Context: an optimization exercise on an open-source flow, tuned for a short achievable clock period. The choices shown serve that exercise and are no tape-out recipe. In this exercise RTL edits were held to simulation tests only and were not proved equivalent to the original. In every run shown here, the design's own scripts or RTL, not TritonCTS, make the clock network. The clock port is modelled as an ideal driver, which makes a skipped or thinned clock tree look cheaper than it is; a real chip needs a root buffer or a tree. Power figures rest on the tool's default switching activity, not on a simulated workload.

$ cat flow/design.v
package radar_pkg;
  localparam int word_w = 32;
  localparam int param_bus_w = 4 * word_w;
  localparam int prf_count_w = 2 * word_w;
  localparam logic [word_w-1:0] chirp_count_max_init = 32'h0000_0dff;
  localparam logic [word_w-1:0] chirp_tuning_coef_init = 32'h0000_0001;
  localparam logic [word_w-1:0] chirp_freq_offset_init = 32'h0000_0b00;
  localparam logic [word_w-1:0] chirp_ctrl_word_init = 32'h0000_0020;
  localparam logic [word_w-1:0] prf_int_init = 32'h0000_0000;
  localparam logic [word_w-1:0] prf_frac_init = 32'h1d4c_0000;
  localparam logic [word_w-1:0] adc_sample_count_init = 32'h0000_01fe;
  localparam logic [3:0] process_cycles = 4'd2;
  localparam logic [3:0] overhead_cycles = 4'd2;
  typedef enum logic [2:0] {
    idle     = 3'b000,
    active   = 3'b001,
    chirp    = 3'b010,
    collect  = 3'b011,
    process  = 3'b100,
    overhead = 3'b111
  } gen_state_t;
endpackage
`timescale 1ns/1ps
module param_sync #(
  parameter logic [radar_pkg::word_w-1:0] reset_value = '0,
  parameter bit                           masked      = 1'b1
) (
  input  logic                          aclk,
  input  logic                          aresetn,
  input  logic                          ok_q,
  input  logic [radar_pkg::word_w-1:0]  din,
  output logic [radar_pkg::word_w-1:0]  dout,
  output logic [radar_pkg::word_w-1:0]  dfirst
);
  logic [radar_pkg::word_w-1:0] din_r;
  logic [radar_pkg::word_w-1:0] din_rr;
  logic [radar_pkg::word_w-1:0] din_rrr;
  always_ff @(posedge aclk) begin
    din_r  <= din;
    din_rr <= din_r;
  end
  generate
    if (masked) begin : g_masked
      always_ff @(posedge aclk) begin
        if (!aresetn || !ok_q) begin
          din_rrr <= reset_value;
        end else begin
          din_rrr <= din_rr;
        end
      end
    end else begin : g_raw
      always_ff @(posedge aclk) begin
        din_rrr <= din_rr;
      end
    end
  endgenerate
  assign dout = din_rrr;
  assign dfirst = din_r;
endmodule
`timescale 1ns/1ps
module countdown #(
  parameter int           w  = 64,
  parameter int           ch = 4,
  parameter logic [w-1:0] rv = '0,
  parameter int           nl = 1,
  parameter int           nr = 1
) (
  input  logic          aclk,
  input  logic [w-1:0]  src,
  input  logic [w-1:0]  src_pre,
  input  logic [nl-1:0] load,
  input  logic [nl-1:0] ld_rst,
  input  logic [nr-1:0] run,
  output logic          zero,
  output logic          le1
);
  localparam int n = w / ch;
  logic [n-1:0] rv_cz;
  logic [n-1:0] rv_co;
  logic [n:1]   rv_zq;
  for (genvar k = 0; k < n; k++) begin : g_rv
    assign rv_cz[k] = (rv[k*ch +: ch] == '0);
    assign rv_co[k] = (rv[k*ch +: ch] == ch'(1));
  end
  assign rv_zq[1] = 1'b1;
  for (genvar k = 1; k < n; k++) begin : g_rv_zq
    assign rv_zq[k+1] = rv_zq[k] && rv_cz[k];
  end
  logic [n-1:0] pre_cz;
  logic [n-1:0] pre_co;
  logic [n-1:0] src_cz;
  logic [n-1:0] src_co;
  logic [n:1]   src_zq;
  logic [n:1]   pre_zq;
  assign pre_zq[1] = 1'b1;
  for (genvar k = 1; k < n; k++) begin : g_pre_zq
    assign pre_zq[k+1] = pre_zq[k] && pre_cz[k];
  end
  always_ff @(posedge aclk) begin
    for (int k = 0; k < n; k++) begin
      pre_cz[k] <= (src_pre[k*ch +: ch] == '0);
      pre_co[k] <= (src_pre[k*ch +: ch] == ch'(1));
    end
    src_cz <= pre_cz;
    src_co <= pre_co;
    src_zq <= pre_zq;
  end
  logic [w-1:0] lim;
  logic [n-1:0] lim_cz;
  logic [n-1:0] lim_co;
  logic [n:1]   lim_zq;
  always_ff @(posedge aclk) begin
    lim    <= src;
    lim_cz <= src_cz;
    lim_co <= src_co;
    lim_zq <= src_zq;
  end
  logic [w-1:0] cnt;
  logic [n-1:0] cz;
  logic [n-1:0] co;
  logic [n-1:0] zp;
  logic [n:1]   zq;
  logic [n:1]   zq_now;
  assign zq_now[1] = 1'b1;
  for (genvar k = 1; k < n; k++) begin : g_zq_now
    assign zq_now[k+1] = zq_now[k] && cz[k];
  end
  for (genvar k = 0; k < n; k++) begin : g_chunk
    logic ld;
    logic lr;
    logic rn;
    logic [ch-1:0] ld_val;
    logic          ld_cz;
    logic          ld_co;
    logic          ld_zq;
    logic [ch-1:0] tgl;
    logic zp_ld;
    logic zp_cnt;
    if (k == 0) begin : g_zp0
      assign zp_ld  = 1'b1;
      assign zp_cnt = 1'b1;
    end else begin : g_zp
      assign zp_ld  = lr ? (rv_cz[0] && rv_zq[k]) : (lim_cz[0] && lim_zq[k]);
      assign zp_cnt = rn ? (co[0] && zq[k]) : zp[k];
    end
    assign ld = load[k * nl / n];
    assign lr = ld_rst[k * nl / n];
    assign ld_val = lr ? rv[k*ch +: ch] : lim[k*ch +: ch];
    assign ld_cz  = lr ? rv_cz[k] : lim_cz[k];
    assign ld_co  = lr ? rv_co[k] : lim_co[k];
    assign ld_zq  = lr ? rv_zq[k+1] : lim_zq[k+1];
    assign rn = run[k * nr / n];
    for (genvar i = 0; i < ch; i++) begin : g_bit
      if (i == 0) begin : g_lsb
        assign tgl[i] = rn && zp[k];
      end else begin : g_up
        assign tgl[i] = rn && zp[k] && (cnt[k*ch +: i] == '0);
      end
    end
    always_ff @(posedge aclk) begin
      if (ld) begin
        cnt[k*ch +: ch] <= ld_val;
        cz[k]           <= ld_cz;
        co[k]           <= ld_co;
        zp[k]           <= zp_ld;
        zq[k+1]         <= ld_zq;
      end else begin
        cnt[k*ch +: ch] <= cnt[k*ch +: ch] ^ tgl;
        if (rn && zp[k]) begin
          cz[k] <= co[k];
          co[k] <= (cnt[k*ch +: ch] == ch'(2));
        end
        zp[k] <= zp_cnt;
        zq[k+1] <= zq_now[k+1];
      end
    end
  end
  always_ff @(posedge aclk) begin
    if (load[0]) begin
      if (ld_rst[0]) begin
        zero <= rv_cz[0] && rv_zq[n];
        le1  <= rv_zq[n] && (rv[ch-1:1] == '0);
      end else begin
        zero <= lim_cz[0] && lim_zq[n];
        le1  <= lim_zq[n] && (lim[ch-1:1] == '0);
      end
    end else begin
      zero  <= zero || (run[0] && co[0] && zq[n]);
      if (run[0]) begin
        le1 <= zq[n] && (cnt[ch-1:0] <= ch'(2));
      end
    end
  end
endmodule
module pulse_timers (
  input  logic                          aclk,
  input  logic [3:0]                    lr_prf,
  input  logic [1:0]                    lr_col,
  input  logic [radar_pkg::word_w-1:0]  prf_int,
  input  logic [radar_pkg::word_w-1:0]  prf_frac,
  input  logic [radar_pkg::word_w-1:0]  adc_count,
  input  logic [radar_pkg::word_w-1:0]  prf_int_first,
  input  logic [radar_pkg::word_w-1:0]  prf_frac_first,
  input  logic [radar_pkg::word_w-1:0]  adc_count_first,
  input  logic                          st_idle,
  input  logic [3:0]                    ld_prf,
  input  logic [1:0]                    ld_col,
  input  logic [1:0]                    run_col,
  input  logic                          st_process,
  input  logic                          st_overhead,
  output logic                          prf_done,
  output logic                          collect_done,
  output logic                          process_done,
  output logic                          overhead_done
);
  localparam logic [radar_pkg::prf_count_w-1:0] prf_init =
    {radar_pkg::prf_int_init, radar_pkg::prf_frac_init};
  localparam logic [radar_pkg::word_w-1:0] adc_init = radar_pkg::adc_sample_count_init;
  logic prf_zero, prf_le1;
  logic collect_zero, collect_le1;
  countdown #(.w(radar_pkg::prf_count_w), .ch(4), .rv(prf_init), .nl(4), .nr(1)) prf_i (
    .aclk     (aclk),
    .src     ({prf_int, prf_frac}),
    .src_pre ({prf_int_first, prf_frac_first}),
    .load    (ld_prf),
    .ld_rst  (lr_prf),
    .run     (1'b1),
    .zero    (prf_zero),
    .le1     (prf_le1)
  );
  countdown #(.w(radar_pkg::word_w), .ch(4), .rv(adc_init), .nl(2), .nr(2)) collect_i (
    .aclk     (aclk),
    .src     (adc_count),
    .src_pre (adc_count_first),
    .load    (ld_col),
    .ld_rst  (lr_col),
    .run     (run_col),
    .zero    (collect_zero),
    .le1     (collect_le1)
  );
  assign prf_done     = prf_zero;
  assign collect_done = collect_le1;
  logic [1:0] process_count;
  logic [1:0] overhead_count;
  always_ff @(posedge aclk) begin
    if (st_idle) begin
      process_count <= radar_pkg::process_cycles[1:0];
    end else if (st_process && process_count != 2'd0) begin
      process_count <= process_count - 1'b1;
    end
  end
  always_ff @(posedge aclk) begin
    if (st_idle) begin
      overhead_count <= radar_pkg::overhead_cycles[1:0];
    end else if (st_overhead && overhead_count != 2'd0) begin
      overhead_count <= overhead_count - 1'b1;
    end
  end
  assign process_done  = (process_count <= 2'd1);
  assign overhead_done = (overhead_count <= 2'd1);
endmodule
`timescale 1ns/1ps
module pulse_sequencer (
  input  logic                   aclk,
  input  logic                   aresetn,
  input  logic                   chirp_ready,
  input  logic                   chirp_active,
  input  logic                   chirp_done,
  input  logic                   prf_done,
  input  logic                   collect_done,
  input  logic                   process_done,
  input  logic                   overhead_done,
  output logic                   st_idle,
  output logic                   st_active,
  output logic                   st_chirp,
  output logic                   st_collect,
  output logic                   st_process,
  output logic                   st_overhead,
  output logic [3:0]             ld_prf,
  output logic [1:0]             ld_col,
  output logic [1:0]             run_col,
  output logic                   chirp_init,
  output logic                   chirp_enable,
  output logic                   adc_enable
);
  always_ff @(posedge aclk) begin
    if (!aresetn) begin
      st_idle     <= 1'b1;
      st_active   <= 1'b0;
      st_chirp    <= 1'b0;
      st_collect  <= 1'b0;
      st_process  <= 1'b0;
      st_overhead <= 1'b0;
    end else begin
      st_idle     <= (st_idle && !chirp_ready) || (st_overhead && overhead_done);
      st_active   <= (st_idle && chirp_ready) || (st_active && !(chirp_ready && prf_done));
      st_chirp    <= (st_active && chirp_ready && prf_done) || (st_chirp && !chirp_done);
      st_collect  <= (st_chirp && chirp_done) || (st_collect && !collect_done);
      st_process  <= (st_collect && collect_done) || (st_process && !process_done);
      st_overhead <= (st_process && process_done) || (st_overhead && !overhead_done);
    end
  end
  always_ff @(posedge aclk) begin
    if (!aresetn) begin
      ld_prf  <= '1;
      ld_col  <= '1;
      run_col <= '0;
    end else begin
      for (int i = 0; i < 4; i++) begin
        ld_prf[i] <= (ld_prf[i] && !chirp_ready) || (st_overhead && overhead_done);
      end
      for (int i = 0; i < 2; i++) begin
        ld_col[i]  <= (ld_col[i] && !chirp_ready) || (st_overhead && overhead_done);
        run_col[i] <= (st_chirp && chirp_done) || (run_col[i] && !collect_done);
      end
    end
  end
  logic chirp_first;
  always_ff @(posedge aclk) begin
    if (!aresetn) begin
      chirp_first <= 1'b0;
    end else begin
      chirp_first <= st_active && chirp_ready && prf_done;
    end
  end
  always_ff @(posedge aclk) begin
    if (!aresetn) begin
      chirp_enable <= 1'b0;
      chirp_init   <= 1'b0;
      adc_enable   <= 1'b0;
    end else begin
      chirp_enable <= st_chirp;
      chirp_init   <= chirp_first && !chirp_active;
      adc_enable   <= st_chirp || st_collect;
    end
  end
endmodule
`timescale 1ns/1ps
module radar_pulse_controller (
  input  logic                               aclk,
  input  logic                               aresetn,
  input  logic                               chirp_ready,
  input  logic                               chirp_active,
  input  logic                               chirp_done,
  input  logic [radar_pkg::word_w-1:0]       chirp_time_int,
  input  logic [radar_pkg::word_w-1:0]       chirp_time_frac,
  input  logic [radar_pkg::word_w-1:0]       adc_sample_time,
  input  logic [radar_pkg::param_bus_w-1:0]  chirp_parameters_in,
  output logic [radar_pkg::param_bus_w-1:0]  chirp_parameters_out,
  output logic                               chirp_init,
  output logic                               chirp_enable,
  output logic                               adc_enable
);
  logic rst_d;
  logic ok_q;
  always_ff @(posedge aclk) begin
    rst_d <= !aresetn;
    ok_q  <= aresetn && !rst_d;
  end
  logic [3:0] lr_prf;
  logic [1:0] lr_col;
  logic [5:0] lr;
  for (genvar i = 0; i < 6; i++) begin : g_lr
    logic [2:0] age;
    always_ff @(posedge aclk) begin
      if (!aresetn) begin
        age      <= 3'd0;
        lr[i]    <= 1'b1;
      end else begin
        if (age != 3'd4) begin
          age <= age + 1'b1;
        end
        lr[i] <= (age <= 3'd2);
      end
    end
  end
  assign lr_prf = lr[3:0];
  assign lr_col = lr[5:4];
  logic [radar_pkg::word_w-1:0] ch_counter_max;
  logic [radar_pkg::word_w-1:0] ch_tuning_coef;
  logic [radar_pkg::word_w-1:0] ch_freq_offset;
  logic [radar_pkg::word_w-1:0] ch_ctrl_word;
  logic [radar_pkg::word_w-1:0] prf_int;
  logic [radar_pkg::word_w-1:0] prf_frac;
  logic [radar_pkg::word_w-1:0] adc_count;
  logic [radar_pkg::word_w-1:0] prf_int_first;
  logic [radar_pkg::word_w-1:0] prf_frac_first;
  logic [radar_pkg::word_w-1:0] adc_count_first;
  param_sync #(.reset_value(radar_pkg::chirp_count_max_init)) counter_max_sync_i (
    .aclk(aclk), .aresetn(aresetn), .ok_q(ok_q),
    .din(chirp_parameters_in[radar_pkg::word_w-1:0]), .dout(ch_counter_max), .dfirst()
  );
  param_sync #(.reset_value(radar_pkg::chirp_tuning_coef_init)) tuning_coef_sync_i (
    .aclk(aclk), .aresetn(aresetn), .ok_q(ok_q),
    .din(chirp_parameters_in[2*radar_pkg::word_w-1:radar_pkg::word_w]), .dout(ch_tuning_coef), .dfirst()
  );
  param_sync #(.reset_value(radar_pkg::chirp_freq_offset_init)) freq_offset_sync_i (
    .aclk(aclk), .aresetn(aresetn), .ok_q(ok_q),
    .din(chirp_parameters_in[3*radar_pkg::word_w-1:2*radar_pkg::word_w]), .dout(ch_freq_offset), .dfirst()
  );
  param_sync #(.reset_value(radar_pkg::chirp_ctrl_word_init)) ctrl_word_sync_i (
    .aclk(aclk), .aresetn(aresetn), .ok_q(ok_q),
    .din(chirp_parameters_in[4*radar_pkg::word_w-1:3*radar_pkg::word_w]), .dout(ch_ctrl_word), .dfirst()
  );
  assign chirp_parameters_out = {ch_ctrl_word, ch_freq_offset, ch_tuning_coef, ch_counter_max};
  param_sync #(.reset_value(radar_pkg::prf_int_init), .masked(1'b0)) prf_int_sync_i (
    .aclk(aclk), .aresetn(aresetn), .ok_q(ok_q), .din(chirp_time_int), .dout(prf_int),
    .dfirst(prf_int_first)
  );
  param_sync #(.reset_value(radar_pkg::prf_frac_init), .masked(1'b0)) prf_frac_sync_i (
    .aclk(aclk), .aresetn(aresetn), .ok_q(ok_q), .din(chirp_time_frac), .dout(prf_frac),
    .dfirst(prf_frac_first)
  );
  param_sync #(.reset_value(radar_pkg::adc_sample_count_init), .masked(1'b0)) adc_count_sync_i (
    .aclk(aclk), .aresetn(aresetn), .ok_q(ok_q), .din(adc_sample_time), .dout(adc_count),
    .dfirst(adc_count_first)
  );
  logic st_idle, st_active, st_chirp, st_collect, st_process, st_overhead;
  logic prf_done, collect_done, process_done, overhead_done;
  logic [3:0] ld_prf;
  logic [1:0] ld_col;
  logic [1:0] run_col;
  pulse_timers pulse_timers_i (
    .aclk          (aclk),
    .lr_prf        (lr_prf),
    .lr_col        (lr_col),
    .prf_int       (prf_int),
    .prf_frac      (prf_frac),
    .adc_count     (adc_count),
    .prf_int_first   (prf_int_first),
    .prf_frac_first  (prf_frac_first),
    .adc_count_first (adc_count_first),
    .st_idle       (st_idle),
    .ld_prf        (ld_prf),
    .ld_col        (ld_col),
    .run_col       (run_col),
    .st_process    (st_process),
    .st_overhead   (st_overhead),
    .prf_done      (prf_done),
    .collect_done  (collect_done),
    .process_done  (process_done),
    .overhead_done (overhead_done)
  );
  pulse_sequencer pulse_sequencer_i (
    .aclk          (aclk),
    .aresetn       (aresetn),
    .chirp_ready   (chirp_ready),
    .chirp_active  (chirp_active),
    .chirp_done    (chirp_done),
    .prf_done      (prf_done),
    .collect_done  (collect_done),
    .process_done  (process_done),
    .overhead_done (overhead_done),
    .st_idle       (st_idle),
    .st_active     (st_active),
    .st_chirp      (st_chirp),
    .st_collect    (st_collect),
    .st_process    (st_process),
    .st_overhead   (st_overhead),
    .ld_prf        (ld_prf),
    .ld_col        (ld_col),
    .run_col       (run_col),
    .chirp_init    (chirp_init),
    .chirp_enable  (chirp_enable),
    .adc_enable    (adc_enable)
  );
endmodule
$ cat flow/flow/run.sh
#!/bin/bash
# Standard layout, with the clock tree of flow/cts_tree.tcl in place of TritonCTS.
# The standard flow's output goes to standard_flow.log; ORFS keeps each step's
# log under orfs/logs.
set -euo pipefail
export PRE_CTS_TCL=$PWD/flow/cts_tree.tcl
export CT_CLOCK_PORT=aclk
export CT_ROOTS=${CT_ROOTS:-4}
export CT_LEAF_SIZE=${CT_LEAF_SIZE:-30}
export CT_ROOT_BUF=${CT_ROOT_BUF:-sky130_fd_sc_hd__inv_16}
export CT_LEAF_BUF=${CT_LEAF_BUF:-sky130_fd_sc_hd__inv_16}
bash standard.sh finish > standard_flow.log 2>&1
$ cat flow/flow/cts_tree.tcl
# Clock tree built here in place of TritonCTS: the clock port drives a few root
# drivers, each root drives the leaf drivers of its part of the die, and each
# leaf driver drives a compact group of registers. Every register sees the same
# two levels (with inverters, the two inversions cancel). The groups come from recursive splitting of the register
# positions along the longer side, so they are balanced in size.

proc ct_split {pts na nb} {
  # pts: list of {iterm x y}; returns two parts in the ratio na:nb, split along
  # the longer side of their bounding box
  set xs {}; set ys {}
  foreach p $pts { lappend xs [lindex $p 1]; lappend ys [lindex $p 2] }
  set xs [lsort -integer $xs]; set ys [lsort -integer $ys]
  set dx [expr {[lindex $xs end] - [lindex $xs 0]}]
  set dy [expr {[lindex $ys end] - [lindex $ys 0]}]
  set idx [expr {$dx >= $dy ? 1 : 2}]
  set s [lsort -integer -index $idx $pts]
  set h [expr {([llength $s] * $na + ($na + $nb) / 2) / ($na + $nb)}]
  return [list [lrange $s 0 [expr {$h - 1}]] [lrange $s $h end]]
}

proc ct_groups {pts n} {
  # split pts into n groups of nearly equal size
  if {$n <= 1} { return [list $pts] }
  set na [expr {$n / 2}]
  set nb [expr {$n - $na}]
  lassign [ct_split $pts $na $nb] a b
  return [concat [ct_groups $a $na] [ct_groups $b $nb]]
}

proc ct_centroid {pts} {
  set sx 0; set sy 0
  foreach p $pts { set sx [expr {$sx + [lindex $p 1]}]; set sy [expr {$sy + [lindex $p 2]}] }
  set n [llength $pts]
  return [list [expr {$sx / $n}] [expr {$sy / $n}]]
}

proc ct_buffer {block master name x y in_net out_net} {
  set b [odb::dbInst_create $block $master $name]
  set w [[$b getMaster] getWidth]
  set h [[$b getMaster] getHeight]
  $b setLocation [expr {$x - $w / 2}] [expr {$y - $h / 2}]
  $b setPlacementStatus PLACED
  [$b findITerm A] connect $in_net
  foreach it [$b getITerms] {
    if {[$it getIoType] eq "OUTPUT"} { $it connect $out_net }
  }
  return $b
}

proc ct_build {args} {
  set block [ord::get_db_block]
  set db [ord::get_db]
  set rmaster [$db findMaster $::env(CT_ROOT_BUF)]
  set lmaster [$db findMaster $::env(CT_LEAF_BUF)]
  set clk_name [get_name [get_ports $::env(CT_CLOCK_PORT)]]
  set clk [$block findNet $clk_name]
  $clk setSigType CLOCK
  set pts {}
  foreach it [$clk getITerms] {
    set inst [$it getInst]
    set bb [$inst getBBox]
    set x [expr {([$bb xMin] + [$bb xMax]) / 2}]
    set y [expr {([$bb yMin] + [$bb yMax]) / 2}]
    lappend pts [list $it $x $y]
  }
  set nsink [llength $pts]
  set nroot $::env(CT_ROOTS)
  set per $::env(CT_LEAF_SIZE)
  # leaves per root, so that no leaf drives more than per registers
  set lpr [expr {($nsink + $nroot * $per - 1) / ($nroot * $per)}]
  set nleaf [expr {$lpr * $nroot}]
  puts "ct: $nsink sinks, $nroot roots, $nleaf leaves"
  set roots [ct_groups $pts $nroot]
  set r 0
  set l 0
  foreach rg $roots {
    set rnet [odb::dbNet_create $block "ct_root_${r}_net"]
    $rnet setSigType CLOCK
    set leaves [ct_groups $rg $lpr]
    set lcs {}
    foreach lg $leaves {
      set lnet [odb::dbNet_create $block "ct_leaf_${l}_net"]
      $lnet setSigType CLOCK
      foreach p $lg {
        set it [lindex $p 0]
        $it disconnect
        $it connect $lnet
      }
      lassign [ct_centroid $lg] cx cy
      ct_buffer $block $lmaster "ct_leaf_${l}" $cx $cy $rnet $lnet
      lappend lcs [list {} $cx $cy]
      incr l
    }
    lassign [ct_centroid $lcs] cx cy
    ct_buffer $block $rmaster "ct_root_${r}" $cx $cy $clk $rnet
    incr r
  }
  puts "ct: built $r roots and $l leaves"
}

rename clock_tree_synthesis ct_orig_clock_tree_synthesis
proc clock_tree_synthesis {args} { ct_build }
$ cat flow/standard.sh
#!/bin/bash
# synth_recipe.tcl (not shown) runs the flow's synth.tcl, then flattens the netlist and writes it again
# the make line also repeats each setting of config.mk as NAME=value (left out here)
make -C /OpenROAD-flow-scripts/flow DESIGN_CONFIG=/design/flow/config.mk WORK_HOME=/design/flow/orfs CLKGATE_MAP_FILE= SYNTH_SCRIPT=/design/flow/synth_recipe.tcl "${@:-finish}"
$ cat flow/config.mk
export PLATFORM = sky130hd
export DESIGN_NAME = radar_pulse_controller
export DESIGN_NICKNAME = radar_pulse_controller
export VERILOG_FILES = /design/flow/design.v
export SDC_FILE = /design/flow/constraint.sdc
export NUM_CORES = 4
export LEC_CHECK = 0
export ABC_CLOCK_PERIOD_IN_PS = 1300
export CAP_MARGIN = 20
export CORE_MARGIN = 2
export CORE_UTILIZATION = 70
export SETUP_SLACK_MARGIN = 1.6
export SLEW_MARGIN = 20
$ cat flow/constraint.sdc
create_clock -name core_clock -period 2.9 [get_ports {aclk}]
set_input_delay 0.5800 -clock core_clock [delete_from_list [all_inputs] [get_ports {aclk}]]
set_output_delay 0.5800 -clock core_clock [all_outputs]
set_load 0.01 [all_outputs]
==> results of run 1 <==
-- routing by layer --
metal | GRT usage, % | routed length (um) | vias up
met3 | 7.03 | 4400 | 103
met2 | 46.1 | 31400 | 424
li1 | - | - | 8164
met4 | 6.61 | 1990 | 8
met5 | 0 | 64 | -
met1 | 30.0 | 24200 | 8120
-- kinds of logic after synthesis --
kind of cell / Yosys count / share of synthesized area [%]
simple gates: 517 / 10.1
xor+xnor: 66 / 1.88
compound gates: 248 / 5.22
buf+inv: 135 / 1.70
fa+ha+maj: 48 / 1.96
flops: 1188 / 79.2
-- metrics by stage --
| step | setup WS, ns | util, % | cell area [um^2] |
|---|---|---|---|
| after floorplan | 1.61 | - | 30700 |
| after global placement | 1.01 | 80.8 | 34900 |
| after detailed placement | 0.987 | 80.8 | 34900 |
| after CTS | 1.59 | 83.0 | 35800 |
| after global routing | 1.50 | 84.7 | 36600 |
| final | 1.54 | 84.7 | 36600 |
-- final timing paths --
check / startpoint / to / slack [ns] / depth (start not counted)
setup / recovery: counter_max_sync_i.din_rrr[26]$_SDFF_PP0_ / chirp_parameters_out[26] / 1.54 / 1
hold / removal: prf_frac_sync_i.din_rr[31]$_DFF_P_ / prf_frac_sync_i.din_rrr[31]$_DFF_P_ / 0.32 / 0
setup reg to reg: pulse_sequencer_i.ld_col[0]$_SDFF_PN1_ / pulse_timers_i.collect_i.le1$_DFFE_PP_ / 1.61 / 4
hold reg to reg: prf_frac_sync_i.din_rr[31]$_DFF_P_ / prf_frac_sync_i.din_rrr[31]$_DFF_P_ / 0.32 / 0
-- cell usage after synthesis, drive strengths merged (2+ instances only) --
cell type	count	share of area, %
dfxtp	1135	74
and3	119	2.4
nand2	119	1.5
o21ai	114	1.9
inv	72	0.88
nor4b	68	2.0
xnor2	66	1.9
edfxtp	53	5.2
clkbuf	49	0.60
ha	48	2.0
nor2	42	0.51
or2	39	0.79
a21oi	34	0.55
a22o	27	0.77
nor4	24	0.49
o22a	20	0.57
a32o	19	0.62
nand3	18	0.29
nand2b	17	0.35
buf	14	0.22
and2	13	0.27
nor2b	13	0.26
nor3b	13	0.32
a31oi	8	0.16
nand4	7	0.14
a211o	6	0.17
and4bb	6	0.24
nor3	5	0.081
a21boi	4	0.098
and2b	3	0.073
and4	3	0.086
nand3b	3	0.073
o31ai	3	0.073
a21o	2	0.049
o211ai	2	0.049
o22ai	2	0.041
o31a	2	0.057
o32a	2	0.065
o41ai	2	0.057
or4b	2	0.065
-- power by group through the flow --
stage	Sequential [mW]	Clock, mW	Combinational, mW
floorplan	18.0	0	0.733
global placement	18.1	0	1.29
detailed placement	18.1	0	1.35
CTS	18.2	5.33	1.38
global route	17.9	7.20	1.63
finish	17.8	6.52	1.48
-- final cells by class --
type | count | area (um^2)
sequential | 1188 | 24500
timing repair buffer | 396 | 4190
multi-input combinational | 880 | 5980
tap | 585 | 732
antenna | 6 | 15.0
fill | 2176 | 6610
inverter | 116 | 1170
-- what timing repair did --
action | CTS | global route
setup buffers | 1 | 19
endpoints found under the setup margin | 419 | 307
gates resized for setup | 178 | 716
pin swaps | 2 | 2
gates cloned | 4 | 3
==> reports/qor.txt, run 1 <==
post-DP HPWL -> 40.9 mm
Routed WL -> 62.1 mm
#FFs+latches synth -> 1188
Worst VDD drop -> 0.761 mV
Sw Share -> 25.7%
total negative slack -> 0 ns
overflow left after global routing -> 0
top flop regs -> pulse_timers_i.prf_i.cnt (64), pulse_timers_i.prf_i.lim (64)
async set or reset register ratio after synthesis -> 0%
Tmin final -> 1.36 ns
largest net degree at the start of global routing -> 90
initial drt markers -> 997
die area -> 45600 um^2
Hold Vio Cnt, Final -> 0
kind of critical path -> reg2out
critical path arrival -> 0.78 ns
# hold bufs at CTS -> 0
vias -> 16800
first-pass GRT wire length -> 90.5 mm
DRC -> 0
gpl congestion -> 0.837
CP peak stage delay -> 0.35 ns
pwr dens -> 706 nW/um^2
family with the most delay on the worst path -> flip-flops
Final nets -> 2859
Final Max Tran Viols -> 0
crit path cell chain -> clkbuf_2
Netlist cell types -> 51
Inst Count DP -> 3094
Initial Util -> 71.1%
most common flop cell mapped by yosys -> dfxtp_1
slew margin rel. -> 65.6%
critical-path maximum fanout -> 1
syn avg cell area -> 13.9 um^2
drt first pass iters -> 7
vias in the first global route -> 17000
Worst-Margin Slew -> 0.511 ns
commonest non-fill, non-tap cell in the layout -> dfxtp_1
Leak -> 14.9 nW
Seq pwr share -> 69.0%
Critical Path End Type -> output pin
clock network fraction of total power -> 25.2%
Area growth, synth to finish -> 19.1%
I/O pin count -> 360
GR Util All Layers -> 25.5%
antenna-violating nets left -> 0
initial antenna violation count -> 10
Fmax achieved -> 734 MHz
Worst-path clk slew -> 0.10 ns
Worst Skew -> 0.0176 ns
total power -> 25.8 mW
Mapped Area -> 30700 um^2
Worst Path Buf+Inv -> 1
Vias/cell -> 5.30
Die W -> 213 um
Post-synth EDFFs -> 53
crit path launch type -> flip-flop
share of post-route cells with drive strength above 1 -> 14.7%
setup violators final -> 0
port bufs -> 359
commonest non-fill, non-tap cells in the layout -> dfxtp_1 (1008), clkdlybuf4s50_1 (225), dfxtp_2 (121)
Placement Rows -> 76
CP max stage cell -> dfxtp_1
total of max-cap violations -> 0
Int Power -> 19.2 mW
status -> complete, no violations
die height -> 213 um
core area -> 43200 um^2
Ys Warns -> 12
Synth Net Count -> 2479
final cell count without fillers -> 3171
RSZ-0062 raised after global routing -> true
Min-Delay Path Class -> reg2reg
Mapped Cells -> 2202
sequential share of the synthesized area -> 79.2%
Required @ worst endpoint -> 2.32 ns
post-route clock period utilization -> 47.0%
combinational fraction of design power -> 5.7%
hold_ws -> 0.325 ns
clk latency of the worst-skew pair -> 0.26 ns
drt wl/cell -> 19.6 um
NetSw -> 6.65 mW
==> run 2: changes to the inputs <==
--- a/flow/config.mk
+++ b/flow/config.mk
@@ -8,6 +8,8 @@
 export ABC_CLOCK_PERIOD_IN_PS = 1300
 export CAP_MARGIN = 20
 export CORE_MARGIN = 2
-export CORE_UTILIZATION = 70
+export CORE_UTILIZATION = 60
+export CTS_CLUSTER_DIAMETER = 100
+export CTS_CLUSTER_SIZE = 30
 export SETUP_SLACK_MARGIN = 1.6
 export SLEW_MARGIN = 20
==> run 2 against run 1 <==
  * Still clean
  * Area after synthesis unchanged
  * Design area decreased by 0.10%
  * Synthesized cell count unchanged
  * Largest cell class unchanged
==> reports/qor.txt, run 2 <==
die area -> 53000 um^2 (+16%)
DRC -> 0 (unchanged)
top flop regs -> pulse_timers_i.prf_i.cnt (64), pulse_timers_i.prf_i.lim (64)
Worst-Margin Slew -> 0.634 ns (+0.123 ns)
CP max stage cell -> dfxtp_1
pwr dens -> 703 nW/um^2 (-0.36%)
Ys Warns -> 12 (unchanged)
CP peak stage delay -> 0.33 ns (-0.02 ns)
I/O pin count -> 360 (unchanged)
Leak -> 14.8 nW (-0.40%)
Worst Skew -> 0.0149 ns (-0.00265 ns)
core area -> 50400 um^2 (+17%)
Worst Path Buf+Inv -> 1 (unchanged)
status -> complete, no violations
Tmin final -> 1.34 ns (-0.0250 ns)
crit path launch type -> flip-flop
Netlist cell types -> 51 (unchanged)
Routed WL -> 56.8 mm (-8.5%)
kind of critical path -> reg2out
Post-synth EDFFs -> 53 (unchanged)
RSZ-0062 raised after global routing -> true
Initial Util -> 61.0% (-10 points)
Mapped Cells -> 2202 (unchanged)
most frequent cells after synthesis -> dfxtp_1 (1135), and3_1 (119), nand2_1 (118)
Synth Net Count -> 2479 (unchanged)
total negative slack -> 0 ns (unchanged)
Final Max Tran Viols -> 0 (unchanged)
Die W -> 230 um (+7.9%)
die height -> 230 um (+7.9%)
vias in the first global route -> 16600 (-2.6%)
initial antenna violation count -> 5 (-5)
critical path arrival -> 0.76 ns (-0.02 ns)
Min-Delay Path Depth -> 0 (unchanged)
overflow left after global routing -> 0 (unchanged)
drt first pass iters -> 5 (-2)
post-route clock period utilization -> 46.1% (-0.86 points)
Inst Count DP -> 3181 (+2.8%)
reg2reg path depth -> 2 (-2)
worst reg2reg setup slack -> 1.62 ns (about the same)
Multi-input gate area -> 6000 um^2 (+0.40%)
drt wl/cell -> 17.5 um (-11%)
most common cell in the synthesized netlist -> dfxtp_1
initial drt markers -> 777 (-22%)
setup violators final -> 0 (unchanged)
post-DP HPWL -> 39.3 mm (-3.9%)
share of post-route cells with drive strength above 1 -> 14.0% (-0.69 points)
family with the most delay on the worst path -> flip-flops
most common flop cell mapped by yosys -> dfxtp_1
final cell count without fillers -> 3242 (+2.2%)
Mapped Area -> 30700 um^2 (unchanged)
commonest non-fill, non-tap cells in the layout -> dfxtp_1 (1016), clkdlybuf4s50_1 (225), and3_1 (119)
clk latency of the worst-skew pair -> 0.26 ns (about the same)
Placement Rows -> 82 (+7.9%)
Min-Delay Path Class -> reg2reg
Critical Path End Type -> output pin
GR Util All Layers -> 20.8% (-4.7 points)
Worst-path clk slew -> 0.10 ns (about the same)
Vias/cell -> 5.01 (-5.6%)
critical-path maximum fanout -> 1 (unchanged)
vias -> 16200 (-3.4%)
syn avg cell area -> 13.9 um^2 (unchanged)
FF/Latch Area -> 24500 um^2 (about the same)
sequential share of the synthesized area -> 79.2% (unchanged)
gpl congestion -> 0.792 (-5.4%)
Final Util -> 72.5% (-12 points)
crit path cell chain -> clkbuf_2
async set or reset register ratio after synthesis -> 0% (unchanged)
Fill cells -> 3371 (+55%)
# hold bufs at CTS -> 0 (unchanged)
Worst Hold Endpoint -> pulse_timers_i.prf_i.lim_co[15]$_DFF_P_
DP Worst Slack -> 0.954 ns (-0.0332 ns)
Fmax achieved -> 748 MHz (+1.9%)
port bufs -> 359 (unchanged)
share of the synthesized area in the top cell type -> 74.0% (unchanged)
Crit Reg-Reg Startpoint -> lr[4]$_SDFF_PN1_
commonest non-fill, non-tap cell in the layout -> dfxtp_1
Final nets -> 2844 (-0.52%)
post-synth top area cell -> dfxtp_1
largest net degree at the start of global routing -> 113 (+26%)
slew margin rel. -> 57.4% (-8.3 points)
Required @ worst endpoint -> 2.32 ns (about the same)
Hold Vio Cnt, Final -> 0 (unchanged)
Worst VDD drop -> 0.698 mV (-8.3%)
antenna-violating nets left -> 0 (unchanged)
#FFs+latches synth -> 1188 (unchanged)
Critical R2R Capture -> pulse_timers_i.collect_i.le1$_DFFE_PP_
Synth area leaders -> dfxtp_1 (74%), edfxtp_1 (5.2%), and3_1 (2.4%), ha_1 (2.0%), xnor2_1 (1.9%)
Area growth, synth to finish -> 18.9%
total of max-cap violations -> 0 (unchanged)
setup ws final -> 1.56 ns (+0.0250 ns)
first-pass GRT wire length -> 87.8 mm (-3.0%)
HP Start -> pulse_timers_i.prf_i.src_co[15]$_DFF_P_
run 2: cell counts after synthesis:
No cell type changed its count.
run 2: cell type report:
type                            count  share of cell area (%)
Tap cell                          672                    2.30
Antenna cell                        5                  0.0343
Timing Repair Buffer              382                    11.0
Inverter                          116                    3.19
Multi-Input combinational cell    879                    16.4
Sequential cell                  1188                    67.0
run 2: worst max path at each step:
stage | cells past startpoint | endpoint | start | slack (ns)
after global placement | 4 | pulse_sequencer_i.ld_col[1]$_SDFF_PN1_ | aresetn | 1.02
after detailed placement | 4 | pulse_sequencer_i.ld_prf[2]$_SDFF_PN1_ | aresetn | 0.95
after global routing | 1 | chirp_parameters_out[43] | tuning_coef_sync_i.din_rrr[11]$_SDFF_PP0_ | 1.52
after floorplan | 3 | pulse_timers_i.collect_i.zp[4]$_DFFE_PP_ | pulse_sequencer_i.ld_col[1]$_SDFF_PN1_ | 1.61
after CTS | 4 | pulse_sequencer_i.ld_prf[2]$_SDFF_PN1_ | aresetn | 1.53
final | 1 | chirp_parameters_out[43] | tuning_coef_sync_i.din_rrr[11]$_SDFF_PP0_ | 1.56
run 2: metal layers:
layer	wire [um]	up-vias	track usage (%)	part of all wire [%]
li1	-	8110	-	-
met1	24000	7723	25.6	42
met2	26900	328	35.7	47
met3	4620	75	6.85	8.1
met4	1240	4	4.48	2.2
met5	27	-	0	0.048
run 2: logic make-up after synthesis:
group / Yosys count / synth area share [%]
xor+xnor: 66 / 1.88
fa+ha+maj: 48 / 1.96
compound gates: 248 / 5.22
flops: 1188 / 79.2
buf+inv: 135 / 1.70
simple gates: 517 / 10.1
run 2: metrics by stage:
step | hold WS [ns] | power [mW] | area, um^2
after global placement | 0.309 | 19.4 | 35000
final | 0.321 | 25.7 | 36500
after global routing | 0.329 | 26.7 | 36500
after CTS | 0.312 | 24.9 | 36000
after floorplan | 0.310 | 18.7 | 30700
after detailed placement | 0.312 | 19.5 | 35000
run 2: where the power goes:
part | leakage [nW] | total [mW] | switching, mW | internal, mW
Sequential | 10.0 | 17.8 | 0.454 | 17.3
Clock | 0.431 | 6.49 | 5.49 | 0.996
Combinational | 4.36 | 1.43 | 0.616 | 0.809
Total | 14.8 | 25.7 | 6.56 | 19.1
run 2: repair_timing:
item | in CTS | in global routing
setup buffers | 2 | 5
pin swaps | 3 | 3
endpoints found under the setup margin | 411 | 199
gates resized for setup | 187 | 711
gates cloned | 4 | 1
==> run 3: changes to the inputs <==
--- a/flow/flow/run.sh
+++ b/flow/flow/run.sh
@@ -6,7 +6,7 @@
 export PRE_CTS_TCL=$PWD/flow/cts_tree.tcl
 export CT_CLOCK_PORT=aclk
 export CT_ROOTS=${CT_ROOTS:-4}
-export CT_LEAF_SIZE=${CT_LEAF_SIZE:-30}
+export CT_LEAF_SIZE=${CT_LEAF_SIZE:-36}
 export CT_ROOT_BUF=${CT_ROOT_BUF:-sky130_fd_sc_hd__inv_16}
 export CT_LEAF_BUF=${CT_LEAF_BUF:-sky130_fd_sc_hd__inv_16}
 bash standard.sh finish > standard_flow.log 2>&1
==> run 3 against run 2 <==
  * Critical path depth stayed put
  * Design area shrank 0.39%
  * Via count hardly changed
  * Still clean
  * Core utilization down 0.29 points
  * Synthesized cell count is the same
  * Routed wire length fell by 0.65%
  * Sequential share of layout area increased by 0.25 points
  * Hold slack better by 0.0053 ns
  * Sequential cell count did not move
  * Largest cell class unchanged
==> reports/qor.txt, run 3 <==
post-route clock period utilization -> 45.6% (-0.45 points)
Fmax achieved -> 755 MHz (+0.99%)
Initial Util -> 61.0% (unchanged)
Final nets -> 2839 (-0.18%)
Seq pwr share -> 70.0% (+0.8 points)
slew margin rel. -> 63.3% (+6.0 points)
Area growth, synth to finish -> 18.5%
Ys Warns -> 12 (unchanged)
Synth Net Count -> 2479 (unchanged)
async set or reset register ratio after synthesis -> 0% (unchanged)
gpl congestion -> 0.792 (unchanged)
Mapped Area -> 30700 um^2 (unchanged)
NetSw -> 6.36 mW (-3.1%)
Crit Reg-Reg Startpoint -> lr[4]$_SDFF_PN1_
vias -> 16300 (+0.074%)
# hold bufs at CTS -> 0 (unchanged)
drt first pass iters -> 5 (unchanged)
hold_ws -> 0.326 ns (+0.00526 ns)
syn avg cell area -> 13.9 um^2 (unchanged)
Sw Share -> 25.0% (-0.50 points)
final cell count without fillers -> 3236 (-0.19%)
CP max stage cell -> dfxtp_2
Worst-Margin Slew -> 0.545 ns (-0.0888 ns)
initial drt markers -> 721 (-7.2%)
Int Power -> 19.0 mW (-0.48%)
core area -> 50400 um^2 (unchanged)
largest net degree at the start of global routing -> 113 (unchanged)
vias in the first global route -> 16400 (-1.0%)
setup violators final -> 0 (unchanged)
I/O pin count -> 360 (unchanged)
Hold Vio Cnt, Final -> 0 (unchanged)
Post-synth EDFFs -> 53 (unchanged)
first-pass GRT wire length -> 87.4 mm (-0.47%)
most common cell in the synthesized netlist -> dfxtp_1
port bufs -> 359 (unchanged)
Routed WL -> 56.4 mm (-0.65%)
top flop regs -> pulse_timers_i.prf_i.cnt (64), pulse_timers_i.prf_i.lim (64)
total negative slack -> 0 ns (unchanged)
Leak -> 14.8 nW (-0.34%)
die height -> 230 um (unchanged)
Final Max Tran Viols -> 0 (unchanged)
worst reg2reg setup slack -> 1.63 ns (about the same)
Tmin final -> 1.32 ns (-0.0131 ns)
Netlist cell types -> 51 (unchanged)
beginning of the critical path -> pulse_sequencer_i.chirp_enable$_SDFF_PN0_
antenna-violating nets left -> 0 (unchanged)
share of the synthesized area in the top cell type -> 74.0% (unchanged)
family with the most delay on the worst path -> flip-flops
overflow left after global routing -> 0 (unchanged)
CP peak stage delay -> 0.36 ns (+0.03 ns)
DRC -> 0 (unchanged)
Worst Path Buf+Inv -> 1 (unchanged)
Critical Path End Type -> output pin
Worst-path clk slew -> 0.10 ns (about the same)
post-synth top area cell -> dfxtp_1
die area -> 53000 um^2 (unchanged)
crit path launch type -> flip-flop
most frequent cells after synthesis -> dfxtp_1 (1135), and3_1 (119), nand2_1 (118)
critical-path maximum fanout -> 1 (unchanged)
initial antenna violation count -> 4 (-1)
share of post-route cells with drive strength above 1 -> 13.7% (-0.32 points)
Mapped Cells -> 2202 (unchanged)
pwr dens -> 698 nW/um^2 (-0.75%)
commonest non-fill, non-tap cell in the layout -> dfxtp_1
Synth area leaders -> dfxtp_1 (74%), edfxtp_1 (5.2%), and3_1 (2.4%), ha_1 (2.0%), xnor2_1 (1.9%)
Inst Count DP -> 3181 (unchanged)
HP Start -> adc_count_sync_i.din_rr[17]$_DFF_P_
clk latency of the worst-skew pair -> 0.25 ns (about the same)
RSZ-0062 raised after global routing -> true
Required @ worst endpoint -> 2.32 ns (about the same)
status -> complete, no violations
combinational fraction of design power -> 5.6% (about the same)
post-DP HPWL -> 39.3 mm (unchanged)
#FFs+latches synth -> 1188 (unchanged)
total of max-cap violations -> 0 (unchanged)
critical path arrival -> 0.74 ns (-0.02 ns)
Worst VDD drop -> 0.653 mV (-6.4%)
GR Util All Layers -> 20.7% (-0.084 points)
most common flop cell mapped by yosys -> dfxtp_1
Die W -> 230 um (unchanged)
Vias/cell -> 5.02 (+0.26%)
kind of critical path -> reg2out
Final Util -> 72.2% (-0.29 points)
crit path cell chain -> clkbuf_2
sequential share of the synthesized area -> 79.2% (unchanged)
Fill cells -> 3389 (+0.53%)
Min-Delay Path Class -> reg2reg
Worst Skew -> 0.0137 ns (-0.00128 ns)
Placement Rows -> 82 (unchanged)
total power -> 25.4 mW (-1.1%)
drt wl/cell -> 17.4 um (-0.47%)
commonest non-fill, non-tap cells in the layout -> dfxtp_1 (1019), clkdlybuf4s50_1 (225), and3_1 (119)
clock network fraction of total power -> 24.4% (-0.9 points)
## run 3: kinds of logic (layout without fill, tap and decap cells)
logic type               after synthesis  count (layout)  synth area share, %
other                                  0               4                    0
adder cells (fa/ha/maj)               48              48                 1.96
buffers and inverters                135             493                 1.70
AND/OR/NAND/NOR                      517             517                 10.1
flip-flops                          1188            1188                 79.2
AO/OA/AOI/OAI                        248             248                 5.22
XOR/XNOR                              66              66                 1.88
## run 3: path summary, 6_finish.rpt
check	endpoint	depth (start not counted)
max reg2reg	pulse_timers_i.collect_i.le1$_DFFE_PP_	2
min	adc_count_sync_i.din_rrr[17]$_DFF_P_	0
min reg2reg	adc_count_sync_i.din_rrr[17]$_DFF_P_	0
max	chirp_enable	1
## run 3: final cells by class
type                    count  area [um^2]  area share, %
well taps                 672          841           2.31
diodes                      4         10.0         0.0275
flip-flops and latches   1188        24500           67.3
inverters                 112         1080           2.98
repair buffers            381         3970           10.9
multi-input cells         879         6000           16.5
## run 3: per-layer routing
layer	global-route usage, %	up-vias	wire length (um)	share of wire (%)
li1	-	8109	-	-
met1	25.8	7763	23900	42
met4	3.97	2	1100	1.9
met5	0	-	13	0.023
met2	35.6	309	26800	47
met3	6.71	69	4630	8.2
## run 3: per-stage QoR
step	setup slack, ns	instance area [um^2]
after CTS	1.53	35900
after global routing	1.53	36400
after floorplan	1.61	30700
final	1.58	36400
after global placement	1.02	35000
after detailed placement	0.954	35000
## run 3: timing repair
action,CTS,global route
setup endpoints to repair,411,205
pin swaps,3,4
cloned,4,1
resized for setup,188,689
buffers inserted,2,4
## run 3: power by group through the flow
stage	Clock, mW	Combinational (mW)	Sequential [mW]
5_1_grt	6.97	1.58	17.9
4_1_cts	5.06	1.39	18.1
6_report	6.20	1.42	17.8
3_3_place_gp	0	1.30	18.1
3_5_place_dp	0	1.36	18.1
2_1_floorplan	0	0.733	18.0
==> run 4: changes to the inputs <==
--- a/flow/config.mk
+++ b/flow/config.mk
@@ -9,7 +9,5 @@
 export CAP_MARGIN = 20
 export CORE_MARGIN = 2
 export CORE_UTILIZATION = 60
-export CTS_CLUSTER_DIAMETER = 100
-export CTS_CLUSTER_SIZE = 30
-export SETUP_SLACK_MARGIN = 1.6
+export SETUP_SLACK_MARGIN = 2.0
 export SLEW_MARGIN = 20
==> run 4 against run 3 <==
  * Clock power is 2% higher
  * Global-route usage is 1.9 points higher
  * Core utilization is 11 points higher
  * Worst setup slack better by 0.035 ns
  * Combinational power is 75% higher
  * Highest routed layer is now met4
  * Final cell count is 6.6% higher
  * Clock skew is 0.0028 ns higher
  * Area after synthesis stayed put
  * Routed wire length is 21% higher
==> reports/qor.txt, run 4 <==
status -> complete, no violations
GR Util All Layers -> 22.7% (+1.9 points)
post-DP HPWL -> 35.5 mm (-9.8%)
commonest non-fill, non-tap cells in the layout -> dfxtp_1 (908), clkdlybuf4s15_1 (223), buf_6 (208)
post-route clock period utilization -> 44.4% (-1.2 points)
Worst-path clk slew -> 0.11 ns (about the same)
Ys Warns -> 12 (unchanged)
CP max stage cell -> dfxtp_2
Routed WL -> 68.2 mm (+21%)
most common cell in the synthesized netlist -> dfxtp_1
Placement Rows -> 82 (unchanged)
Final Cell Area -> 41900 um^2 (+15%)
Post-synth EDFFs -> 53 (unchanged)
Cell Area, Placed -> 35600 um^2 (+1.6%)
Critical Path End Type -> output pin
share of the synthesized area in the top cell type -> 74.0% (unchanged)
Final Util -> 83.2% (+11 points)
Worst VDD drop -> 0.679 mV (+3.9%)
most common flop cell mapped by yosys -> dfxtp_1
critical path arrival -> 0.71 ns (-0.03 ns)
crit path cell chain -> buf_6
largest net degree at the start of global routing -> 41 (-64%)
slew margin rel. -> 74.8% (+11 points)
drt first pass iters -> 5 (unchanged)
die height -> 230 um (unchanged)
Synth area leaders -> dfxtp_1 (74%), edfxtp_1 (5.2%), and3_1 (2.4%), ha_1 (2.0%), xnor2_1 (1.9%)
I/O pin count -> 360 (unchanged)
Synth Net Count -> 2479 (unchanged)
Hold Vio Cnt, Final -> 0 (unchanged)
initial antenna violation count -> 12 (+8)
Netlist cell types -> 51 (unchanged)
#FFs+latches synth -> 1188 (unchanged)
die area -> 53000 um^2 (unchanged)
initial drt markers -> 740 (+2.6%)
RSZ-0062 raised after global routing -> true
crit path launch type -> flip-flop
Leak -> 16.9 nW (+15%)
Fmax achieved -> 776 MHz (+2.7%)
post-synth top area cell -> dfxtp_1
Area growth, synth to finish -> 36.5%
Worst-Margin Slew -> 0.373 ns (-0.172 ns)
async set or reset register ratio after synthesis -> 0% (unchanged)
Die W -> 230 um (unchanged)
Fill cells -> 2549 (-25%)
commonest non-fill, non-tap cell in the layout -> dfxtp_1
total negative slack -> 0 ns (unchanged)
CP peak stage delay -> 0.34 ns (-0.02 ns)
sequential share of the synthesized area -> 79.2% (unchanged)
Mapped Area -> 30700 um^2 (unchanged)
beginning of the critical path -> ctrl_word_sync_i.din_rrr[31]$_SDFF_PP0_
core area -> 50400 um^2 (unchanged)
port bufs -> 359 (unchanged)
Required @ worst endpoint -> 2.32 ns (about the same)
overflow left after global routing -> 0 (unchanged)
Initial Util -> 61.0% (unchanged)
clk latency of the worst-skew pair -> 0.26 ns (about the same)
vias -> 17700 (+8.7%)
setup violators final -> 0 (unchanged)
gpl congestion -> 0.779 (-1.5%)
total of max-cap violations -> 0 (unchanged)
Worst Path Buf+Inv -> 1 (unchanged)
critical-path maximum fanout -> 1 (unchanged)
antenna-violating nets left -> 0 (unchanged)
Min-Delay Path Class -> reg2reg
syn avg cell area -> 13.9 um^2 (unchanged)
pwr dens -> 639 nW/um^2 (-8.5%)
share of post-route cells with drive strength above 1 -> 38.1% (+24 points)
Tmin final -> 1.29 ns (-0.0346 ns)
first-pass GRT wire length -> 95.8 mm (+9.7%)
Final Max Tran Viols -> 0 (unchanged)
HP Start -> prf_frac_sync_i.din_rrr[8]$_DFF_P_
family with the most delay on the worst path -> flip-flops
most frequent cells after synthesis -> dfxtp_1 (1135), and3_1 (119), nand2_1 (118)
Crit Reg-Reg Startpoint -> pulse_timers_i.prf_i.pre_cz[1]$_DFF_P_
DRC -> 0 (unchanged)
Vias/cell -> 5.12 (+2.0%)
Final nets -> 3046 (+7.3%)
kind of critical path -> reg2out
top flop regs -> pulse_timers_i.prf_i.cnt (64), pulse_timers_i.prf_i.lim (64)
Worst Skew -> 0.0165 ns (+0.00283 ns)
vias in the first global route -> 18100 (+10%)
drt wl/cell -> 19.8 um (+13%)
Mapped Cells -> 2202 (unchanged)
[run 4: cell types whose count changed in the layout (fill, tap and decap cells not counted), sizes merged]
cell / before / now
inv: 111 / 113
clkdlybuf4s50: 225 / 1
clkdlybuf4s15: 0 / 225
and2b: 3 / 9
clkbuf: 13 / 11
nand2: 119 / 120
buf: 140 / 336
dlygate4sd2: 1 / 0
diode: 4 / 12
nor2b: 13 / 17
[run 4: cell families (layout without fill, tap and decap cells)]
logic type | count (synthesis) | count (layout) | share of synthesized area, %
compound gates | 248 | 248 | 5.22
fa+ha+maj | 48 | 48 | 1.96
buf+inv | 135 | 689 | 1.70
flops | 1188 | 1188 | 79.2
other cells | 0 | 12 | 0
simple gates | 517 | 528 | 10.1
xor+xnor | 66 | 66 | 1.88
[run 4: per-layer routing]
metal,global-route usage [%],vias to the layer above,share of wire (%)
met5,0,-,0
met4,6.35,0,2.6
met3,2.79,108,3.6
met2,43.5,339,55
met1,26.4,8639,39
li1,-,8585,-
[run 4: final cells by class]
class / count / area (um^2) / area share [%]
antenna: 12 / 30.0 / 0.0716
inverter: 112 / 1140 / 2.71
multi-input combinational: 890 / 8290 / 19.8
sequential: 1188 / 24700 / 58.9
tap: 672 / 841 / 2.01
timing repair buffer: 575 / 6910 / 16.5
timing repair inverter: 2 / 20.0 / 0.0477
[run 4: final timing paths]
path | end | slack (ns) | cells past startpoint
setup / recovery | chirp_parameters_out[127] | 1.61 | 1
hold / removal | pulse_timers_i.prf_i.lim[8]$_DFF_P_ | 0.32 | 0
setup reg to reg | pulse_timers_i.prf_i.src_zq[16]$_DFF_P_ | 1.64 | 4
hold reg to reg | pulse_timers_i.prf_i.lim[8]$_DFF_P_ | 0.32 | 0
[run 4: through the flow]
stage	setup slack [ns]	hold WS (ns)	instances	power, mW
4_1_cts	1.63	0.312	3377	25.3
5_1_grt	1.58	0.330	3449	27.7
3_3_place_gp	1.21	0.310	3177	19.5
6_report	1.61	0.323	3451	26.8
3_5_place_dp	1.20	0.312	3177	19.6
2_1_floorplan	1.69	0.310	2202	18.9
[run 4: timing repair]
action | CTS | global route
gates resized for setup | 1529 | 363
buffers inserted | 120 | 45
endpoints found under the setup margin | 786 | 558
cloned | 40 | 17
pin swaps | 141 | 181
hold buffers | 0 | 0
[run 4: power by group]
group	internal (mW)	switching [mW]	total [mW]	leakage (nW)
clock network	0.907	5.43	6.33	0.392
registers	17.4	0.613	18.0	10.1
logic	1.48	1.01	2.49	6.47
==> run 5: changes to the inputs <==
--- a/flow/flow/run.sh
+++ b/flow/flow/run.sh
@@ -6,7 +6,7 @@
 export PRE_CTS_TCL=$PWD/flow/cts_tree.tcl
 export CT_CLOCK_PORT=aclk
 export CT_ROOTS=${CT_ROOTS:-4}
-export CT_LEAF_SIZE=${CT_LEAF_SIZE:-36}
+export CT_LEAF_SIZE=${CT_LEAF_SIZE:-30}
 export CT_ROOT_BUF=${CT_ROOT_BUF:-sky130_fd_sc_hd__inv_16}
 export CT_LEAF_BUF=${CT_LEAF_BUF:-sky130_fd_sc_hd__inv_16}
 bash standard.sh finish > standard_flow.log 2>&1
==> run 5 against run 4 <==
  * Hold slack better by 0.0037 ns
  * Sequential power about the same
  * Die area unchanged
==> reports/qor.txt, run 5 <==
Vias/cell -> 5.18 (+1.2%)
Hold Vio Cnt, Final -> 0 (unchanged)
Worst VDD drop -> 0.734 mV (+8.1%)
share of post-route cells with drive strength above 1 -> 37.5% (-0.58 points)
slew margin rel. -> 66.2% (-8.6 points)
GR Util All Layers -> 22.4% (-0.26 points)
post-synth top area cell -> dfxtp_1
Mapped Cells -> 2202 (unchanged)
clk latency of the worst-skew pair -> 0.27 ns (about the same)
pwr dens -> 645 nW/um^2 (+0.98%)
die area -> 53000 um^2 (unchanged)
share of the synthesized area in the top cell type -> 74.0% (unchanged)
Fmax achieved -> 766 MHz (-1.3%)
Mapped Area -> 30700 um^2 (unchanged)
Worst Skew -> 0.0180 ns (+0.00152 ns)
Required @ worst endpoint -> 2.98 ns (+0.66 ns)
commonest non-fill, non-tap cell in the layout -> dfxtp_1
vias in the first global route -> 18200 (+0.39%)
Die W -> 230 um (unchanged)
Post-synth EDFFs -> 53 (unchanged)
#FFs+latches synth -> 1188 (unchanged)
first-pass GRT wire length -> 94.7 mm (-1.2%)
Worst-Margin Slew -> 0.506 ns (+0.133 ns)
initial antenna violation count -> 13 (+1)
Seq pwr share -> 66.4% (-0.7 points)
die height -> 230 um (unchanged)
FF/Latch Area -> 24700 um^2 (about the same)
Tmin final -> 1.31 ns (+0.0171 ns)
Min-Delay Path Class -> reg2reg
Initial Util -> 61.0% (unchanged)
overflow left after global routing -> 0 (unchanged)
most frequent cells after synthesis -> dfxtp_1 (1135), and3_1 (119), nand2_1 (118)
largest net degree at the start of global routing -> 41 (unchanged)
Synth area leaders -> dfxtp_1 (74%), edfxtp_1 (5.2%), and3_1 (2.4%), ha_1 (2.0%), xnor2_1 (1.9%)
clock network fraction of total power -> 24.4% (+0.8 points)
sequential share of the synthesized area -> 79.2% (unchanged)
critical path arrival -> 1.38 ns (+0.67 ns)
Placement Rows -> 82 (unchanged)
vias -> 17900 (+1.3%)
drt wl/cell -> 19.9 um (+0.86%)
most common cell in the synthesized netlist -> dfxtp_1
top flop regs -> pulse_timers_i.prf_i.cnt (64), pulse_timers_i.prf_i.lim (64)
# hold bufs at CTS -> 0 (unchanged)
drt first pass iters -> 5 (unchanged)
antenna-violating nets left -> 0 (unchanged)
Int Power -> 19.8 mW (+0.34%)
initial drt markers -> 926 (+25%)
setup violators final -> 0 (unchanged)
Worst-path clk slew -> 0.10 ns (about the same)
async set or reset register ratio after synthesis -> 0% (unchanged)
syn avg cell area -> 13.9 um^2 (unchanged)
most common flop cell mapped by yosys -> dfxtp_1
commonest non-fill, non-tap cells in the layout -> dfxtp_1 (911), clkdlybuf4s15_1 (223), buf_6 (207)
DRC -> 0 (unchanged)
worst reg2reg setup slack -> 1.59 ns (-0.05 ns)
Crit Reg-Reg Startpoint -> pulse_timers_i.collect_i.lim[3]$_DFF_P_
status -> complete, no violations
Sw Share -> 26.8% (+0.44 points)
Routed WL -> 68.9 mm (+1.0%)
port bufs -> 359 (unchanged)
core area -> 50400 um^2 (unchanged)
total negative slack -> 0 ns (unchanged)
Multi-input gate area -> 8230 um^2 (-0.72%)
gpl congestion -> 0.779 (unchanged)
Fill cells -> 2564 (+0.59%)
Ys Warns -> 12 (unchanged)
Netlist cell types -> 51 (unchanged)
Final nets -> 3049 (+0.098%)
beginning of the critical path -> pulse_timers_i.collect_i.lim[3]$_DFF_P_
RSZ-0062 raised after global routing -> true
HP Start -> pulse_timers_i.collect_i.src_co[2]$_DFF_P_
Area growth, synth to finish -> 36.5% (about the same)
Leak -> 17.0 nW (+0.44%)
Critical Path End Type -> flip-flop
combinational fraction of design power -> 9.1% (-0.2 points)
post-route clock period utilization -> 45.0% (+0.59 points)
total of max-cap violations -> 0 (unchanged)
critical-path maximum fanout -> 2 (+1)
kind of critical path -> reg2reg
Synth Net Count -> 2479 (unchanged)
NetSw -> 7.24 mW (+2.6%)
Final Max Tran Viols -> 0 (unchanged)
crit path launch type -> flip-flop
I/O pin count -> 360 (unchanged)
post-DP HPWL -> 35.5 mm (unchanged)
hold_ws -> 0.326 ns (+0.00373 ns)
[run 5: cell type report]
cell class | instances | area share (%)
diodes | 14 | 0.0836
repair inverters | 2 | 0.0537
inverters | 116 | 2.93
multi-input cells | 890 | 19.6
repair buffers | 574 | 16.4
flip-flops and latches | 1188 | 58.9
well taps | 672 | 2.01
[run 5: kinds of logic after synthesis]
| kind of cell | count (synthesis) | share of synthesized area, % |
|---|---|---|
| xor gates and xnor gates | 66 | 1.88 |
| buffers and inverters | 135 | 1.70 |
| adders and majority gates | 48 | 1.96 |
| and+or+nand+nor | 517 | 10.1 |
| DFF | 1188 | 79.2 |
| AOI/OAI and AO/OA | 248 | 5.22 |
[run 5: timing repair]
action,CTS,global route
hold endpoints to repair,0,0
resized for setup,1516,357
setup endpoints to repair,786,557
cloned,34,19
setup buffers,122,46
pin swaps,141,155
[run 5: per-layer routing]
metal  GRT usage [%]  part of all wire [%]
met5               0                 0.019
met4            7.08                   3.5
met3            3.22                   4.0
met2            42.7                    54
met1            25.7                    38
[run 5: worst paths after layout]
kind                                                     end  cells past startpoint
setup reg to reg      pulse_timers_i.collect_i.le1$_DFFE_PP_                      2
setup / recovery      pulse_timers_i.collect_i.le1$_DFFE_PP_                      2
hold reg to reg   pulse_timers_i.collect_i.lim_co[2]$_DFF_P_                      0
hold / removal    pulse_timers_i.collect_i.lim_co[2]$_DFF_P_                      0
[run 5: worst max-delay path, stage by stage (launching register included)]
cell and delay (ns):
dfxtp_1 0.35, or4b_1 0.53, o31ai_1 0.25
[run 5: power groups by stage]
stage | registers (mW) | clock network (mW) | logic [mW]
2_1_floorplan | 18.0 | 0 | 0.863
3_3_place_gp | 18.2 | 0 | 1.29
3_5_place_dp | 18.2 | 0 | 1.35
4_1_cts | 18.3 | 5.33 | 1.93
5_1_grt | 18.1 | 7.31 | 2.62
6_report | 18.0 | 6.61 | 2.47
[run 5: metrics by stage]
stage / setup slack, ns / std cells / utilization, % / instance area, um^2 / total power [mW]
after floorplan: 1.69 / 2202 / - / 31700 / 18.9
after global placement: 1.21 / 3177 / 70.6 / 35600 / 19.5
after detailed placement: 1.20 / 3177 / 70.6 / 35600 / 19.6
after CTS: 1.63 / 3377 / 78.8 / 39700 / 25.5
after global routing: 1.58 / 3454 / 83.2 / 41900 / 28.0
final: 1.59 / 3456 / 83.2 / 41900 / 27.0

==> what the ideal ports hide <==
No port has a modelled driver above. Below, the same layouts with a new extraction and two added sets of constraints.
Step 1 assumes that a clkbuf_16 drives the clock port and a buf_2 every other input.
Step 2 also shifts input and output timing later by t, the mid clock arrival at the registers, as if the neighbouring blocks saw the same clock.
Three values: ideal, step 1, step 2; two values: the first two.
run	shift t [ns]	setup slack, ns	worst setup path at the end	cell pins on the clock port's net
run 1	0.486	1.538 / 1.304 / 1.441	input to register	4
run 2	0.495	1.563 / 1.321 / 1.411	input to register	4
run 3	0.480	1.576 / 1.340 / 1.412	input to register	4
run 4	0.490	1.611 / 1.370 / 1.211	input to register	4
run 5	0.502	1.594 / 1.349 / 1.216	input to register	4
After both steps setup and hold are still met in every run listed. For run 4, which loses most, drivers alone change the setup slack by -0.241 ns; drivers and shift together by -0.400 ns.
